Source: an optimization exercise on an open RTL-to-GDS flow (aim: small area, a short achievable clock period and few clock cycles per item). Production flows keep margins and buffers that such runs may drop.
RTL that was checked went through simulation tests only; none was proved equivalent to the original.
No functional check of the RTL was part of runs 2 to 4.

`flow/flow/run.sh`:
```
#!/bin/bash
# The standard layout, with the port buffers made as sky130_fd_sc_hd__buf_1 cells (the flow's
# timing repair resizes them where needed) instead of the slow delay-buffer cell that
# buffer_ports picks by default. Every port still gets its buffer.
set -euo pipefail
export BUFFER_PORTS_ARGS="-buffer_cell sky130_fd_sc_hd__buf_1"
bash standard.sh > standard_flow.log 2>&1
```
`flow/standard.sh`:
```
#!/bin/bash
# synth_recipe.tcl (not shown) runs the flow's synth.tcl, then flattens the netlist and writes it again
# the make line also repeats each setting of config.mk as NAME=value (left out here)
make -C /OpenROAD-flow-scripts/flow DESIGN_CONFIG=/design/flow/config.mk WORK_HOME=/design/flow/orfs CLKGATE_MAP_FILE= SYNTH_SCRIPT=/design/flow/synth_recipe.tcl "${@:-finish}"
```
`flow/config.mk`:
```
export PLATFORM = sky130hd
export DESIGN_NAME = decimal_palindrome_check_unit
export DESIGN_NICKNAME = decimal_palindrome_check_unit
export VERILOG_FILES = /design/flow/design.v
export SDC_FILE = /design/flow/constraint.sdc
export NUM_CORES = 4
export LEC_CHECK = 0
export ABC_AREA = 1
export CAP_MARGIN = 20
export CORE_MARGIN = 2
export CORE_UTILIZATION = 40
export SETUP_SLACK_MARGIN = 3.0
export SLEW_MARGIN = 20
```
`flow/constraint.sdc`:
```
create_clock -name core_clock -period 6.5 [get_ports {clk}]
set_input_delay 1.3000 -clock core_clock [delete_from_list [all_inputs] [get_ports {clk}]]
set_output_delay 1.3000 -clock core_clock [all_outputs]
set_load 0.01 [all_outputs]
```
`flow/design.v`:
```
`default_nettype none
package dpc_pkg;
	localparam int DEF_VALUE_BITS = 32;
	function automatic logic [39:0] bcd_mask(input int s);
		case (s)
			0: bcd_mask = 40'h0000000000;
			1: bcd_mask = 40'h0000000001;
			2: bcd_mask = 40'h0000000003;
			3: bcd_mask = 40'h0000000007;
			4: bcd_mask = 40'h000000001f;
			5: bcd_mask = 40'h000000003f;
			6: bcd_mask = 40'h000000007f;
			7: bcd_mask = 40'h00000001ff;
			8: bcd_mask = 40'h00000003ff;
			9: bcd_mask = 40'h00000007ff;
			10: bcd_mask = 40'h0000001fff;
			11: bcd_mask = 40'h0000003fff;
			12: bcd_mask = 40'h0000007fff;
			13: bcd_mask = 40'h000000ffff;
			14: bcd_mask = 40'h000001ffff;
			15: bcd_mask = 40'h000003ffff;
			16: bcd_mask = 40'h000007ffff;
			17: bcd_mask = 40'h00001fffff;
			18: bcd_mask = 40'h00003fffff;
			19: bcd_mask = 40'h00007fffff;
			20: bcd_mask = 40'h0001ffffff;
			21: bcd_mask = 40'h0003ffffff;
			22: bcd_mask = 40'h0007ffffff;
			23: bcd_mask = 40'h000fffffff;
			24: bcd_mask = 40'h001fffffff;
			25: bcd_mask = 40'h003fffffff;
			26: bcd_mask = 40'h007fffffff;
			27: bcd_mask = 40'h01ffffffff;
			28: bcd_mask = 40'h03ffffffff;
			29: bcd_mask = 40'h07ffffffff;
			30: bcd_mask = 40'h1fffffffff;
			31: bcd_mask = 40'h3fffffffff;
			default: bcd_mask = 40'hffffffffff;
		endcase
	endfunction
	function automatic logic [3:0] dd_adjust(input logic [3:0] d);
		dd_adjust[3] = d[3] | (d[2] & (d[1] | d[0]));
		dd_adjust[2] = d[3] ? d[0] : (d[2] & !d[1] & !d[0]);
		dd_adjust[1] = d[3] ? !d[0] : (d[2] ? (d[1] & d[0]) : d[1]);
		dd_adjust[0] = d[3] ? !d[0] : (d[2] ? (d[1] & !d[0]) : d[0]);
	endfunction
endpackage
`default_nettype wire
`default_nettype none
module dpc_dd_stage
#(
	parameter int S0 = 0,
	parameter int NB = 8
) (
	input  wire logic [39:0]   in_bcd,
	input  wire logic [NB-1:0] in_bits,
	output logic      [39:0]   out_bcd
);
	logic [39:0] b;
	always_comb begin
		b = in_bcd & dpc_pkg::bcd_mask(S0);
		for (int s = 0; s < NB; s++) begin
			for (int k = 0; k < 10; k++) begin
				b[k*4 +: 4] = dpc_pkg::dd_adjust(b[k*4 +: 4]);
			end
			b = {b[38:0], in_bits[NB-1-s]} & dpc_pkg::bcd_mask(S0 + s + 1);
		end
		out_bcd = b;
	end
endmodule
`default_nettype wire
`default_nettype none
module dpc_sym_check (
	input  wire logic [39:0] in_bcd,
	output logic             out_pal
);
	logic [9:0]  nz;
	logic [9:0]  hi_zero;
	logic [4:0]  peq [11];
	logic [10:0] eq;
	logic [9:0]  term;
	always_comb begin
		for (int i = 0; i < 10; i++) begin
			nz[i] = |in_bcd[i*4 +: 4];
		end
		for (int l = 0; l < 10; l++) begin
			hi_zero[l] = ((nz >> (l + 1)) == 10'd0);
		end
		for (int l = 0; l <= 10; l++) begin
			peq[l] = 5'h1f;
			for (int i = 0; i < l / 2; i++) begin
				peq[l][i] = (in_bcd[i*4 +: 4] == in_bcd[(l-1-i)*4 +: 4]);
			end
			eq[l] = &peq[l];
		end
		term[0] = hi_zero[0];
		for (int l = 2; l <= 10; l++) begin
			term[l-1] = nz[l-1] & hi_zero[l-1] & eq[l];
		end
		out_pal = |term;
	end
endmodule
`default_nettype wire
`default_nettype none
module decimal_palindrome_check_unit
#(
	parameter int VALUE_BITS = dpc_pkg::DEF_VALUE_BITS
) (
	input  wire logic                         clk,
	input  wire logic                         arst_n,
	input  wire logic                         in_valid,
	output logic                              in_ready,
	input  wire logic signed [VALUE_BITS-1:0] in_value,
	input  wire logic                         in_is_last,
	output logic                              out_valid,
	input  wire logic                         out_ready,
	output logic signed [VALUE_BITS-1:0]      out_value_echo,
	output logic                              out_is_palindrome,
	output logic                              out_last_out
);
	logic        adv;
	logic        valid_q1;
	logic        last_q1;
	logic [31:0] value_q1;
	logic [39:0] bcd_q1;
	logic [39:0] bcd_nx1;
	logic        valid_q2;
	logic        last_q2;
	logic [31:0] value_q2;
	logic [39:0] bcd_q2;
	logic [39:0] bcd_nx2;
	logic        valid_q3;
	logic        last_q3;
	logic [31:0] value_q3;
	logic [39:0] bcd_q3;
	logic [39:0] bcd_nx3;
	logic        valid_q4;
	logic        last_q4;
	logic [31:0] value_q4;
	logic [39:0] bcd_q4;
	logic [39:0] bcd_nx4;
	logic        valid_q5;
	logic        last_q5;
	logic [31:0] value_q5;
	logic        pal_q5;
	logic [39:0] bcd_fin;
	logic [39:0] bcd_mag;
	logic        pal;
	logic        pal_nx;
	logic        neg_end9;
	logic [3:0]  d0;
	logic [3:0]  d0_inc;
	assign adv      = !valid_q5 || out_ready;
	assign in_ready = adv;
	dpc_dd_stage #(.S0(0), .NB(6)) u_dd0 (
		.in_bcd  (40'd0),
		.in_bits (in_value[30:25] ^ {6{in_value[31]}}),
		.out_bcd (bcd_nx1)
	);
	dpc_dd_stage #(.S0(6), .NB(8)) u_dd1 (
		.in_bcd  (bcd_q1),
		.in_bits (value_q1[24:17] ^ {8{value_q1[31]}}),
		.out_bcd (bcd_nx2)
	);
	dpc_dd_stage #(.S0(14), .NB(8)) u_dd2 (
		.in_bcd  (bcd_q2),
		.in_bits (value_q2[16:9] ^ {8{value_q2[31]}}),
		.out_bcd (bcd_nx3)
	);
	dpc_dd_stage #(.S0(22), .NB(8)) u_dd3 (
		.in_bcd  (bcd_q3),
		.in_bits (value_q3[8:1] ^ {8{value_q3[31]}}),
		.out_bcd (bcd_nx4)
	);
	dpc_dd_stage #(.S0(30), .NB(1)) u_dd4 (
		.in_bcd  (bcd_q4),
		.in_bits (value_q4[0:0] ^ {1{value_q4[31]}}),
		.out_bcd (bcd_fin)
	);
	assign d0     = bcd_fin[3:0];
	assign d0_inc = {d0[3] | (d0[2] & d0[1] & d0[0]), d0[2] ^ (d0[1] & d0[0]), d0[1] ^ d0[0], !d0[0]};
	assign bcd_mag = {bcd_fin[39:4], value_q4[31] ? d0_inc : d0};
	assign neg_end9 = value_q4[31] && bcd_fin[3] && bcd_fin[0];
	dpc_sym_check u_sym (
		.in_bcd  (bcd_mag),
		.out_pal (pal)
	);
	assign pal_nx = pal && !neg_end9;
	always_ff @(posedge clk or negedge arst_n) begin
		if (!arst_n) begin
			valid_q1 <= 1'b0;
			valid_q2 <= 1'b0;
			valid_q3 <= 1'b0;
			valid_q4 <= 1'b0;
			valid_q5 <= 1'b0;
		end else if (adv) begin
			valid_q1 <= in_valid;
			valid_q2 <= valid_q1;
			valid_q3 <= valid_q2;
			valid_q4 <= valid_q3;
			valid_q5 <= valid_q4;
		end
	end
	always_ff @(posedge clk) begin
		if (adv && in_valid) begin
			last_q1  <= in_is_last;
			value_q1 <= in_value;
			bcd_q1   <= bcd_nx1;
		end
		if (adv && valid_q1) begin
			last_q2  <= last_q1;
			value_q2 <= value_q1;
			bcd_q2   <= bcd_nx2;
		end
		if (adv && valid_q2) begin
			last_q3  <= last_q2;
			value_q3 <= value_q2;
			bcd_q3   <= bcd_nx3;
		end
		if (adv && valid_q3) begin
			last_q4  <= last_q3;
			value_q4 <= value_q3;
			bcd_q4   <= bcd_nx4;
		end
		if (adv && valid_q4) begin
			last_q5  <= last_q4;
			value_q5 <= value_q4;
			pal_q5   <= pal_nx;
		end
	end
	assign out_valid         = valid_q5;
	assign out_last_out      = last_q5;
	assign out_value_echo    = value_q5;
	assign out_is_palindrome = pal_q5;
endmodule
`default_nettype wire
```
==> flow_summary.ini, run 1 <==
[worst_hold_path]
min_to = value_q2[1]
worstHoldStart = value_q1[1]
hold_depth = 0
hp-class = flop to flop

[clock_network]
cts_buffers = 27
ctsHoldBuffers = 0
htree_num_levels = 1
path_clk_slew_ns = 0.07
clockBufferDepth = 3
cts_tree = built
cts.sinks = 259
clock_latency_ns = 0.56
cts-root-buf = clkbuf_16

[worst_setup_path]
cp_data_required_time_ns = 5.20
cp_max_fo = 7
arrival_ns = 2.00
crit_path_end_kind = output pin
reg2reg_slack_ns = 3.25
cp-start-kind = primary input
r2r_start = bcd_q2[3]
crit_type = primary input to output pin
r2r_cells = 20
r2r_end = bcd_q3[22]

[synthesis]
ys_top_cells_by_area = edfxtp_1, nand2_1, inv_1
ys.flop_type = edfxtp_1
ys_seq_elements = 259
synth_enable_flop_cells = 254
synth.distinct_cells = 57
synth_top_area_cell = edfxtp_1
syn_area_um2 = 19090
syn_nets = 2781
ys_top_cells_by_count = nand2_1, inv_1, nor2_1
ys_seq_area_share_pct = 40.61
synthCells = 2743
synthArstFlopShare_pct = 1.931
avgSynthCellArea_um2 = 6.959
synth_most_common_cell = nand2_1
yosysWarnings = 8
synth.top_cell.area_share_pct = 39.96

[timing]
tns_ns = 0
fin_ws_ns = 3.204
setup_viol = 0
skew_ns = 0.01810
report.final.slew_viol_count = 0
rsz0062_at_grt = true
fmax_mhz = 303.4
slew_headroom_pct = 30.71
fin_crit_ns = 3.296
min_period_over_period_pct = 50.70
hold_violations = 0
timing_worst_slew_pin_value_ns = 1.035

[drt]
drc_errors = 0
drtAntennaViolNets = 0
routedWlPerCell_um = 11.54
viasPerCell = 4.864
drt_pass1_iterations = 5
num_vias = 17020
wl_mm = 40.38
drtIter0Drc = 696

[global_routing]
grt_max_degree = 72
antenna_found_initial = 0
grt-ovfl-total = 0
grt_use_total_pct = 16.03
grt_pass1_wl_mm = 68.66
grt_pass1_vias = 16060

[final_layout]
multi_input_area_um2 = 10170
drive_gt1_share_pct = 14.18
final_nets = 2902
layoutNonFillerInstCount = 3500
diodes = 0
fill_cells = 4729
syn_to_final_growth_pct = 13.73
regArea_um2 = 7752
fin_util_pct = 45.76

[die]
num_io_pins = 73
initial_utilization_pct = 40.23
fp.dieArea_um2 = 49490
rows = 80
core-area_um2 = 47450
die_h_um = 222.5
die_w_um = 222.5

[run]
maxCapViolations = 0

[place]
dp_hpwl_mm = 30.73
port_buffers = 72
dp_slack_ns = 2.797
dp_cells = 3429
gp_congestion = 0.8660

[run_status]
status = complete, no violations
==> stage by stage <==
step	hold slack [ns]	area [µm²]
after floorplan	0.4003	19100
after global placement	0.4009	20170
after detailed placement	0.4045	20170
after CTS	0.4162	21000
after global routing	0.4210	21710
final	0.4157	21710
==> cells by family after synthesis <==
group,synth area share [%]
flip-flops,40.61
adder cells (fa/ha/maj),0.06553
XOR/XNOR,3.939
AO/OA/AOI/OAI,11.52
buffers and inverters,9.045
AND/OR/NAND/NOR,34.82
==> worst max-delay path: stages <==
cell,delay (ns)
buf_1,0.10
nor2_4,0.26
inv_1,0.17
buf_1,0.16
==> cell usage in the layout (no fill, tap or decap), types with 16 or more instances in the layout <==
| cell type | synthesis | routed |
|---|---|---|
| xnor2_1 | 39 | 39 |
| o21ai_2 | 27 | 35 |
| o21ai_1 | 84 | 73 |
| nand2_2 | 26 | 67 |
| inv_2 | 75 | 78 |
| clkbuf_16 | 0 | 27 |
| o21ai_0 | 60 | 55 |
| xor2_1 | 40 | 40 |
| buf_1 | 1 | 72 |
| nor2_2 | 39 | 57 |
| nand2_1 | 937 | 894 |
| nand3_2 | 10 | 19 |
| inv_1 | 371 | 368 |
| a21oi_2 | 19 | 33 |
| buf_4 | 2 | 27 |
| nor2_1 | 290 | 259 |
| edfxtp_1 | 254 | 254 |
| nand4_1 | 32 | 32 |
| a21oi_1 | 100 | 83 |
| nor2_4 | 3 | 16 |
| nand3_1 | 209 | 198 |
==> worst max-delay path by stage <==
stage | from | endpoint | slack, ns | depth (start not counted)
detailed placement | out_ready | in_ready | 2.80 | 4
floorplan | out_ready | bcd_q4[0] | 2.85 | 2
CTS | out_ready | in_ready | 3.04 | 4
finish | out_ready | in_ready | 3.20 | 4
global placement | out_ready | in_ready | 2.82 | 4
global route | bcd_q2[7] | bcd_q3[22] | 2.95 | 22
==> registers in the layout (all words and copies together) (netlist names), 7 cells and up <==
register	flops
value_q2	32
value_q3	32
bcd_q1	7
value_q4	32
bcd_q4	37
bcd_q2	17
value_q1	32
bcd_q3	27
value_q5	32
==> metal layers <==
metal | part of all wire (%) | GRT usage [%]
met4 | 2.7 | 4.763
met5 | 0 | 0
met3 | 2.5 | 1.904
met1 | 43 | 18.23
met2 | 52 | 31.13
==> what timing repair did <==
action                                  4_1_cts  5_1_grt
pin swaps                                     0       37
setup buffers                                 0       20
endpoints found under the setup margin        1       73
gates resized for setup                       1      149
==> final cells by class <==
type | instances | area share (%)
Clock buffer | 31 | 3.181
Tap cell | 615 | 3.544
Inverter | 448 | 7.745
Timing Repair Buffer | 100 | 2.305
Multi-Input combinational cell | 2028 | 46.86
Sequential cell | 259 | 35.71
Clock inverter | 19 | 0.6570
Testbench counts, summed over its fixed seeds: cycles 12,040, items 12,000.
==> run 2, diff against run 1 <==
--- a/flow/design.v
+++ b/flow/design.v
@@ -152,14 +152,14 @@
 	logic [3:0]  d0_inc;
 	assign adv      = !valid_q5 || out_ready;
 	assign in_ready = adv;
-	dpc_dd_stage #(.S0(0), .NB(6)) u_dd0 (
+	dpc_dd_stage #(.S0(0), .NB(7)) u_dd0 (
 		.in_bcd  (40'd0),
-		.in_bits (in_value[30:25] ^ {6{in_value[31]}}),
+		.in_bits (in_value[30:24] ^ {7{in_value[31]}}),
 		.out_bcd (bcd_nx1)
 	);
-	dpc_dd_stage #(.S0(6), .NB(8)) u_dd1 (
+	dpc_dd_stage #(.S0(7), .NB(7)) u_dd1 (
 		.in_bcd  (bcd_q1),
-		.in_bits (value_q1[24:17] ^ {8{value_q1[31]}}),
+		.in_bits (value_q1[23:17] ^ {7{value_q1[31]}}),
 		.out_bcd (bcd_nx2)
 	);
 	dpc_dd_stage #(.S0(14), .NB(8)) u_dd2 (
@@ -193,12 +193,14 @@
 			valid_q3 <= 1'b0;
 			valid_q4 <= 1'b0;
 			valid_q5 <= 1'b0;
-		end else if (adv) begin
-			valid_q1 <= in_valid;
-			valid_q2 <= valid_q1;
-			valid_q3 <= valid_q2;
-			valid_q4 <= valid_q3;
-			valid_q5 <= valid_q4;
+		end else begin
+			if (adv) begin
+				valid_q1 <= in_valid;
+				valid_q2 <= valid_q1;
+				valid_q3 <= valid_q2;
+				valid_q4 <= valid_q3;
+				valid_q5 <= valid_q4;
+			end
 		end
 	end
 	always_ff @(posedge clk) begin
--- a/flow/config.mk
+++ b/flow/config.mk
@@ -9,5 +9,5 @@
 export CAP_MARGIN = 20
 export CORE_MARGIN = 2
 export CORE_UTILIZATION = 40
-export SETUP_SLACK_MARGIN = 3.0
+export SETUP_SLACK_MARGIN = 3.2
 export SLEW_MARGIN = 20
==> flow_summary.ini, run 2 <==
[timing]
skew_ns = 0.02304
timing_worst_slew_pin_value_ns = 0.9830
fin_ws_ns = 3.285
min_period_over_period_pct = 49.46
hold_violations = 0
rsz0062_at_grt = true
hold-worst-slack_ns = 0.4093
setup_viol = 0
slew_headroom_pct = 34.47
fin_crit_ns = 3.215
tns_ns = 0
fmax_mhz = 311.1
report.final.slew_viol_count = 0

[die]
fp.dieArea_um2 = 49370
core-area_um2 = 46750
num_io_pins = 73
die_h_um = 222.2
rows = 79
initial_utilization_pct = 40.73
die_w_um = 222.2

[synthesis]
ys.flop_type = edfxtp_1
synth_most_common_cell = nand2_1
synthArstFlopShare_pct = 1.916
ys_seq_elements = 261
synth_enable_flop_cells = 256
synthCells = 2702
synth_top_area_cell = edfxtp_1
avgSynthCellArea_um2 = 7.048
synth.top_cell.area_share_pct = 40.37
synth.distinct_cells = 58
ys_top_cells_by_count = nand2_1, inv_1, nor2_1
yosysWarnings = 8
syn_nets = 2740
ys_top_cells_by_area = edfxtp_1, nand2_1, inv_1
ys_seq_area_share_pct = 41.02
syn_area_um2 = 19040

[global_routing]
grt_pass1_vias = 16080
grt_use_total_pct = 16.12
use_met1_pct = 18.36
top_usage_layer = met2
antenna_found_initial = 0
use_met3_pct = 1.904
grt-ovfl-total = 0
met2_usage_pct = 31.37
grt_pass1_wl_mm = 68.97
grt_max_degree = 72

[drt]
wl_mm = 43.10
drt_pass1_iterations = 5
drtAntennaViolNets = 0
viasPerCell = 4.993
routedWlPerCell_um = 12.20
drc_errors = 0
drtIter0Drc = 671
num_vias = 17640

[clock_network]
htree_num_levels = 1
clock_latency_ns = 0.58
clockBufferDepth = 3
cts.sinks = 261
path_clk_slew_ns = 0.06
cts_buffers = 29
cts_tree = built
cts-root-buf = clkbuf_16

[place]
dp_hpwl_mm = 30.79
dp_slack_ns = 2.745
gp_congestion = 0.8700
dp_cells = 3384
port_buffers = 72
placed_area_um2 = 20140

[final_layout]
layoutNonFillerInstCount = 3533
final_area_um2 = 24090
fin_util_pct = 51.53
drive_gt1_share_pct = 30.11
regArea_um2 = 7812
syn_to_final_growth_pct = 26.50
diodes = 0
regMostFlops = bcd_q4
fill_cells = 4448
final_cell_mix = nand2_1, inv_1, edfxtp_1
multi_input_area_um2 = 11850
final_nets = 2941
final_common_cell = nand2_1
largest_register_ffs = 37

[worst_setup_path]
cpMostUsedCell = nor2_2
crit_chain = buf_6, nand2_1, inv_1, nor2_2, o21ai_4, nor2_4, o21ai_4, nand2_2, inv_4, a21oi_4, nor2_4, a21oi_2, nor2_2, inv_2, nand2_2, nand2_2, o21ai_2, buf_4, nand2_1, nand2_1, nor2_2, inv_2, nor2_2, o21ai_1
worst_path_largest_cell_delay_ns = 0.40
cp-start-kind = flop
crit_path_end_kind = flop
cpMaxStageDelayCell = edfxtp_1
crit_type = flop to flop
arrival_ns = 3.52
cp_data_required_time_ns = 6.81
cp_max_fo = 5

[run_status]
status = complete, no violations

[run]
maxCapViolations = 0

[worst_hold_path]
hp-class = flop to flop
-- run 2: cell count changes after synthesis, sizes merged, moves of 6 or more --
cell    delta
nand2     -53
inv       -18
nand3     +15
nor2      -13
o22ai     -11
o21ai      +8
xor2       +8
o21bai     +7
nor3       +6
-- run 2: per-layer routing --
layer  up-vias  wire, µm
li1       9209         -
met1      8174     17550
met2       181     23380
met3        76      1057
met4         0      1113
met5         -         0
-- run 2: logic make-up (layout without fill, tap and decap cells) --
family / Yosys count / count (layout) / share of synthesized area [%]
fa+ha+maj: 1 / 1 / 0.06569
simple gates: 1542 / 1542 / 34.22
xor+xnor: 93 / 93 / 4.435
flops: 261 / 261 / 41.02
buf+inv: 439 / 663 / 8.725
compound gates: 366 / 366 / 11.52
-- run 2: final timing paths --
check                             start           end  slack, ns  cells after the start
hold reg to reg            value_q3[18]  value_q4[18]       0.41                      0
hold / removal             value_q3[18]  value_q4[18]       0.41                      0
max in group asynchronous        arst_n      valid_q5       5.69                      1
setup reg to reg              bcd_q3[3]     bcd_q4[2]       3.29                     24
min in group asynchronous        arst_n      valid_q3       0.57                      1
setup / recovery              bcd_q3[3]     bcd_q4[2]       3.29                     24
-- run 2: area by class of cell --
class	instances	area share (%)
multi-input combinational	2002	49.18
timing repair buffer	178	4.622
tap	607	3.153
clock buffer	38	3.236
inverter	431	6.757
sequential	261	32.43
clock inverter	16	0.6181
-- run 2: critical path, delay by kind of cell, from the launching register on --
family | cells | cell delay (ns)
AOI/OAI and AO/OA | 6 | 0.77
and+or+nand+nor | 12 | 1.23
buffers and inverters | 6 | 0.56
DFF | 1 | 0.40
-- run 2: timing repair --
item,4_1_cts,5_1_grt
gates resized for setup,2,692
endpoints found under the setup margin,21,82
pin swaps,0,209
buffers inserted,5,89
hold buffers,0,0
endpoints found under the hold margin,0,0
cloned,0,0
==> run 3, diff against run 2 <==
--- a/flow/config.mk
+++ b/flow/config.mk
@@ -9,5 +9,5 @@
 export CAP_MARGIN = 20
 export CORE_MARGIN = 2
 export CORE_UTILIZATION = 40
-export SETUP_SLACK_MARGIN = 3.2
+export SETUP_SLACK_MARGIN = 3.0
 export SLEW_MARGIN = 20
==> flow_summary.ini, run 3 <==
[synthesis]
ys.flop_type = edfxtp_1
synthCells = 2702
syn_area_um2 = 19040
synth.top_cell.area_share_pct = 40.37
synth_most_common_cell = nand2_1
ys_top_cells_by_area = edfxtp_1, nand2_1, inv_1
avgSynthCellArea_um2 = 7.048
synth.distinct_cells = 58
ys_seq_elements = 261
ys_top_cells_by_count = nand2_1, inv_1, nor2_1
synthArstFlopShare_pct = 1.916
yosysWarnings = 8
ys_seq_area_share_pct = 41.02
synth_top_area_cell = edfxtp_1
syn_nets = 2740
synth_enable_flop_cells = 256

[global_routing]
grt_use_total_pct = 15.85
grt_pass1_vias = 15780
grt_max_degree = 72
antenna_found_initial = 0
grt-ovfl-total = 0
grt_pass1_wl_mm = 67.70

[die]
num_io_pins = 73
die_w_um = 222.2
initial_utilization_pct = 40.73
rows = 79
fp.dieArea_um2 = 49370
die_h_um = 222.2
core-area_um2 = 46750

[timing]
slew_headroom_pct = 28.83
report.final.slew_viol_count = 0
hold_violations = 0
min_period_over_period_pct = 50.85
timing_worst_slew_pin_value_ns = 1.065
fmax_mhz = 302.6
setup_viol = 0
tns_ns = 0
rsz0062_at_grt = true
fin_crit_ns = 3.305
skew_ns = 0.02016

[clock_network]
cts_buffers = 29
cts.sinks = 261
ctsHoldBuffers = 0
path_clk_slew_ns = 0.06
clockBufferDepth = 3
cts-root-buf = clkbuf_16
clock_latency_ns = 0.57
htree_num_levels = 1
cts_tree = built

[worst_setup_path]
cp_max_fo = 7
arrival_ns = 2.01
crit_type = primary input to output pin
path_buf_inv = 3
crit_chain = buf_1, nor2_4, inv_1, buf_1
cpMostUsedCell = buf_1
crit_path_end_kind = output pin
cp-start-kind = primary input
cpMaxStageDelayCell = nor2_4
cp_data_required_time_ns = 5.20
cp_top_family = buffers and inverters
worst_path_largest_cell_delay_ns = 0.26

[place]
port_buffers = 72
dp_hpwl_mm = 30.48
dp_cells = 3385
gp_congestion = 0.8787

[drt]
num_vias = 17000
routedWlPerCell_um = 11.51
drt_pass1_iterations = 7
viasPerCell = 4.913
wl_mm = 39.82
drtIter0Drc = 864
drc_errors = 0
drtAntennaViolNets = 0

[final_layout]
drive_gt1_share_pct = 13.46
diodes = 0
final_common_cell = nand2_1
layoutNonFillerInstCount = 3460
final_nets = 2869
final_cell_mix = nand2_1, inv_1, edfxtp_1
fin_util_pct = 46.55
largest_register_ffs = 37
regMostFlops = bcd_q4
syn_to_final_growth_pct = 14.29

[worst_hold_path]
hp-class = flop to flop

[run]
maxCapViolations = 0

[run_status]
status = complete, no violations
-- run 3: cell types whose count changed in the layout (fill, tap and decap cells not counted), sizes merged --
| cell | previous run | this run |
|---|---|---|
| clkinv | 10 | 16 |
| buf | 177 | 105 |
| clkbuf | 39 | 31 |
| clkinvlp | 4 | 2 |
| bufinv | 1 | 4 |
-- run 3: path summary, 6_finish.rpt --
kind	startpoint	to	slack [ns]	cells after the start
min in group asynchronous	arst_n	valid_q1	0.58	1
max in group asynchronous	arst_n	valid_q5	5.69	1
min	value_q3[16]	value_q4[16]	0.41	0
min reg2reg	value_q3[16]	value_q4[16]	0.41	0
max	out_ready	in_ready	3.19	4
max reg2reg	bcd_q2[11]	bcd_q3[21]	3.27	21
-- run 3: cell type report --
type / instances / area [µm²]
Fill cell: 4557 / 24990
Timing Repair Buffer: 106 / 535.5
Inverter: 431 / 1619
Sequential cell: 261 / 7812
Multi-Input combinational cell: 2002 / 10060
Clock inverter: 23 / 247.7
Tap cell: 607 / 759.5
Clock buffer: 30 / 729.5
-- run 3: metal layers --
layer  up-vias  wire, µm  global-route usage, %
met5         -         0                      0
met4         0       980                  4.534
met3        60       877                  1.838
met2       175     20820                  30.88
met1      7693     17140                  18.01
li1       9071         -                      -
-- run 3: timing repair --
| item | CTS | global route |
|---|---|---|
| endpoints found under the hold margin | 0 | 0 |
| gates resized for setup | 1 | 145 |
| endpoints found under the setup margin | 1 | 74 |
| buffers inserted | 0 | 21 |
| pin swaps | 0 | 22 |
-- run 3: cell families (layout without fill, tap and decap cells) --
| family | count (synthesis) | count (layout) | share of synthesized area (%) |
|---|---|---|---|
| flops | 261 | 261 | 41.02 |
| buf+inv | 439 | 590 | 8.725 |
| xor+xnor | 93 | 93 | 4.435 |
| compound gates | 366 | 366 | 11.52 |
| simple gates | 1542 | 1542 | 34.22 |
| fa+ha+maj | 1 | 1 | 0.06569 |
-- run 3: per-stage QoR --
step                setup slack (ns)  cell area (µm²)  hold WS (ns)
global placement               2.807            20150        0.4008
global route                   2.927            21760        0.4197
finish                         3.195            21760        0.4126
CTS                            3.026            21130        0.4107
detailed placement             2.740            20150        0.4045
floorplan                      2.850            19050        0.4003
==> run 4, diff against run 3 <==
--- a/flow/design.v
+++ b/flow/design.v
@@ -150,31 +150,35 @@
 	logic        neg_end9;
 	logic [3:0]  d0;
 	logic [3:0]  d0_inc;
-	assign adv      = !valid_q5 || out_ready;
-	assign in_ready = adv;
-	dpc_dd_stage #(.S0(0), .NB(7)) u_dd0 (
+	logic        valid_sk;
+	logic        last_sk;
+	logic        pal_sk;
+	logic [31:0] value_sk;
+	assign adv      = !valid_sk;
+	assign in_ready = !valid_sk;
+	dpc_dd_stage #(.S0(0), .NB(5)) u_dd0 (
 		.in_bcd  (40'd0),
-		.in_bits (in_value[30:24] ^ {7{in_value[31]}}),
+		.in_bits (in_value[30:26] ^ {5{in_value[31]}}),
 		.out_bcd (bcd_nx1)
 	);
-	dpc_dd_stage #(.S0(7), .NB(7)) u_dd1 (
+	dpc_dd_stage #(.S0(5), .NB(7)) u_dd1 (
 		.in_bcd  (bcd_q1),
-		.in_bits (value_q1[23:17] ^ {7{value_q1[31]}}),
+		.in_bits (value_q1[25:19] ^ {7{value_q1[31]}}),
 		.out_bcd (bcd_nx2)
 	);
-	dpc_dd_stage #(.S0(14), .NB(8)) u_dd2 (
+	dpc_dd_stage #(.S0(12), .NB(7)) u_dd2 (
 		.in_bcd  (bcd_q2),
-		.in_bits (value_q2[16:9] ^ {8{value_q2[31]}}),
+		.in_bits (value_q2[18:12] ^ {7{value_q2[31]}}),
 		.out_bcd (bcd_nx3)
 	);
-	dpc_dd_stage #(.S0(22), .NB(8)) u_dd3 (
+	dpc_dd_stage #(.S0(19), .NB(7)) u_dd3 (
 		.in_bcd  (bcd_q3),
-		.in_bits (value_q3[8:1] ^ {8{value_q3[31]}}),
+		.in_bits (value_q3[11:5] ^ {7{value_q3[31]}}),
 		.out_bcd (bcd_nx4)
 	);
-	dpc_dd_stage #(.S0(30), .NB(1)) u_dd4 (
+	dpc_dd_stage #(.S0(26), .NB(5)) u_dd4 (
 		.in_bcd  (bcd_q4),
-		.in_bits (value_q4[0:0] ^ {1{value_q4[31]}}),
+		.in_bits (value_q4[4:0] ^ {5{value_q4[31]}}),
 		.out_bcd (bcd_fin)
 	);
 	assign d0     = bcd_fin[3:0];
@@ -193,6 +197,7 @@
 			valid_q3 <= 1'b0;
 			valid_q4 <= 1'b0;
 			valid_q5 <= 1'b0;
+			valid_sk <= 1'b0;
 		end else begin
 			if (adv) begin
 				valid_q1 <= in_valid;
@@ -201,6 +206,7 @@
 				valid_q4 <= valid_q3;
 				valid_q5 <= valid_q4;
 			end
+			valid_sk <= (valid_sk || valid_q5) && !out_ready;
 		end
 	end
 	always_ff @(posedge clk) begin
@@ -230,9 +236,16 @@
 			pal_q5   <= pal_nx;
 		end
 	end
-	assign out_valid         = valid_q5;
-	assign out_last_out      = last_q5;
-	assign out_value_echo    = value_q5;
-	assign out_is_palindrome = pal_q5;
+	always_ff @(posedge clk) begin
+		if (!valid_sk && valid_q5) begin
+			last_sk  <= last_q5;
+			value_sk <= value_q5;
+			pal_sk   <= pal_q5;
+		end
+	end
+	assign out_valid         = valid_sk || valid_q5;
+	assign out_last_out      = valid_sk ? last_sk  : last_q5;
+	assign out_value_echo    = valid_sk ? value_sk : value_q5;
+	assign out_is_palindrome = valid_sk ? pal_sk   : pal_q5;
 endmodule
 `default_nettype wire
==> flow/run.sh (new file) <==
#!/bin/bash
# synth_recipe.tcl (not shown) runs the flow's synth.tcl, then flattens the netlist and writes it again
# the make line also repeats each setting of config.mk as NAME=value (left out here)
make -C /OpenROAD-flow-scripts/flow DESIGN_CONFIG=/design/flow/config.mk WORK_HOME=/design/flow/orfs CLKGATE_MAP_FILE= SYNTH_SCRIPT=/design/flow/synth_recipe.tcl finish
--- a/flow/config.mk
+++ b/flow/config.mk
@@ -9,5 +9,5 @@
 export CAP_MARGIN = 20
 export CORE_MARGIN = 2
 export CORE_UTILIZATION = 40
-export SETUP_SLACK_MARGIN = 3.0
+export SETUP_SLACK_MARGIN = 3.5
 export SLEW_MARGIN = 20
removed: flow/flow/run.sh
removed: flow/standard.sh
==> flow_summary.ini, run 4 <==
[place]
port_buffers = 72
placed_area_um2 = 22280
dp_cells = 3772
dp_hpwl_mm = 38.29
gp_congestion = 0.8702

[die]
fp.dieArea_um2 = 53360
initial_utilization_pct = 40.34
rows = 83
num_io_pins = 73
die_h_um = 231.0
core-area_um2 = 51090
die_w_um = 231.0

[timing]
skew_ns = 0.02972
setup_viol = 0
rsz0062_at_grt = true
timing_worst_slew_pin_value_ns = 0.8307
min_period_over_period_pct = 52.10
report.final.slew_viol_count = 0
hold-worst-slack_ns = 0.4062
fin_crit_ns = 3.387
slew_headroom_pct = 44.04
fmax_mhz = 295.3
hold_violations = 0
tns_ns = 0

[worst_hold_path]
min_to = value_q5[11]
worstHoldStart = value_q4[11]
hold_depth = 0
hp-class = flop to flop

[final_layout]
layoutNonFillerInstCount = 4081
final_nets = 3414
drive_gt1_share_pct = 40.28
fill_cells = 4359
regArea_um2 = 8409
syn_to_final_growth_pct = 42.72
final_area_um2 = 29420
final_common_cell = nand2_1
final_cell_mix = nand2_1, edfxtp_1, inv_1
diodes = 0
multi_input_area_um2 = 14480

[clock_network]
cts-root-buf = clkbuf_16
path_clk_slew_ns = 0.07
htree_num_levels = 2
clockBufferDepth = 3
cts_tree = built
cts_buffers = 34
ctsHoldBuffers = 0
clock_latency_ns = 0.55
cts.sinks = 281

[worst_setup_path]
cp_max_fo = 6
reg2reg_slack_ns = 3.11
cpMaxStageDelayCell = edfxtp_1
crit_path_end_kind = flop
path_buf_inv = 5
worst_path_largest_cell_delay_ns = 0.47
cp-start-kind = flop
crit_type = flop to flop
arrival_ns = 3.70
r2r_end = pal_q5
cp_top_family = simple AND/OR/NAND/NOR gates
cpMostUsedCell = nand2_1
cp_data_required_time_ns = 6.81
r2r_cells = 26
r2r_start = bcd_q4[8]

[synthesis]
ys_top_cells_by_area = edfxtp_1, nand2_1, inv_1
ys_seq_elements = 281
syn_area_um2 = 20610
synth_most_common_cell = nand2_1
yosysWarnings = 8
ys_top_cells_by_count = nand2_1, inv_1, nor2_1
synthCells = 3027
synth.top_cell.area_share_pct = 40.07
synthArstFlopShare_pct = 2.135
ys_seq_area_share_pct = 40.79
synth_enable_flop_cells = 275
avgSynthCellArea_um2 = 6.809
synth.distinct_cells = 58
synth_top_area_cell = edfxtp_1
ys.flop_type = edfxtp_1
syn_nets = 3065

[run]
maxCapViolations = 0

[global_routing]
grt_pass1_wl_mm = 86.74
antenna_found_initial = 0
grt_use_total_pct = 19.57
grt-ovfl-total = 0
grt_pass1_vias = 19010
grt_max_degree = 54

[drt]
num_vias = 20730
drtIter0Drc = 1031
wl_mm = 60.93
drtAntennaViolNets = 0
routedWlPerCell_um = 14.93
drc_errors = 0
viasPerCell = 5.079
drt_pass1_iterations = 5

[run_status]
status = complete, no violations
-- run 4: worst reg2reg max path, stage by stage, from the launching register on --
cell      delay, ns
edfxtp_1       0.47
buf_4          0.17
o21ai_1        0.14
nand2_2        0.10
nand2_1        0.08
nand2_1        0.10
nor2_2         0.19
nand2_1        0.12
o21ai_4        0.19
nand2_2        0.13
a21oi_4        0.22
inv_2          0.10
nand2_2        0.13
nor2_2         0.07
nor2_4         0.19
buf_4          0.15
nand2_1        0.04
nand2_1        0.06
nor2_1         0.04
nand2_1        0.05
nor2_1         0.05
nand4_1        0.10
nand2_1        0.06
inv_1          0.05
nand3_1        0.07
nand2_1        0.06
inv_1          0.03
-- run 4: logic make-up after synthesis --
family | share of synthesized area (%)
AO/OA/AOI/OAI | 10.98
XOR/XNOR | 2.277
adder cells (fa/ha/maj) | 0.06070
buffers and inverters | 8.723
flip-flops | 40.79
AND/OR/NAND/NOR | 37.16
-- run 4: cell type report --
class	instances	share of cell area, %
sequential	281	28.59
multi-input combinational	2272	49.22
clock buffer	40	2.969
tap	680	2.892
inverter	459	6.121
timing repair inverter	1	0.02977
timing repair buffer	327	9.643
clock inverter	21	0.5402
-- run 4: what timing repair did --
action	4_1_cts	5_1_grt
resized for setup	346	981
pin swaps	115	361
setup endpoints to repair	97	98
setup buffers	93	150
hold endpoints to repair	0	0
cloned	4	1
-- run 4: layer usage --
layer / global-route usage (%) / routed length, µm / share of wire (%)
met4: 6.028 / 1753 / 2.9
met2: 37.49 / 33140 / 54
met5: 0 / 0 / 0
met3: 2.384 / 1653 / 2.7
met1: 22.46 / 24380 / 40
-- run 4: worst max-delay path by stage --
stage	from	endpoint	slack [ns]	cells after the start
finish	bcd_q4[8]	pal_q5	3.11	26
global route	bcd_q4[8]	pal_q5	2.82	28
CTS	bcd_q4[3]	pal_q5	3.14	31
detailed placement	value_q4[31]	pal_q5	2.88	28
global placement	value_q4[31]	pal_q5	2.90	28
floorplan	bcd_q4[3]	pal_q5	3.45	30
-- run 4: per-stage QoR --
step                utilization (%)  worst slack [ns]
global placement              43.60             2.896
global route                  57.57             2.818
detailed placement            43.60             2.878
finish                        57.57             3.113
CTS                           49.14             3.141
floorplan                         -             3.453

static timing again, ports no longer ideal:
Ports are ideal in the flow. The routed layouts listed here were re-timed in OpenROAD. Step 1 sets driving cells, clkbuf_16 on the clock port and buf_2 on the other inputs (assumed; they add their load-dependent delay and slew). Step 2 adds t to the input delays and takes it off the output delays; t is the mean of the earliest and latest rising clock arrival at the registers after step 1. Input paths then give back, and output paths get back, about the clock's delay inside the block. Three values: ideal ports, drivers, drivers and shift; two values: the first two.
run	t (ns)	setup slack, ns	worst setup path after step 2	worst slew at a driven data input, ns	cell pins on the clock port's net
run 1	0.601	3.204 / 3.183 / 3.110	input to register	0.05	1
run 2	0.625	3.285 / 3.285 / 3.005	input to register	0.05	1
run 3	0.616	3.195 / 3.175 / 2.845	input to register	0.05	1
run 4	0.590	3.113 / 3.113 / 3.113	register to register	0.06	1
After both steps setup and hold are still met in every run listed. For run 3, which loses most, drivers alone change the setup slack by -0.020 ns; drivers and shift together by -0.350 ns.
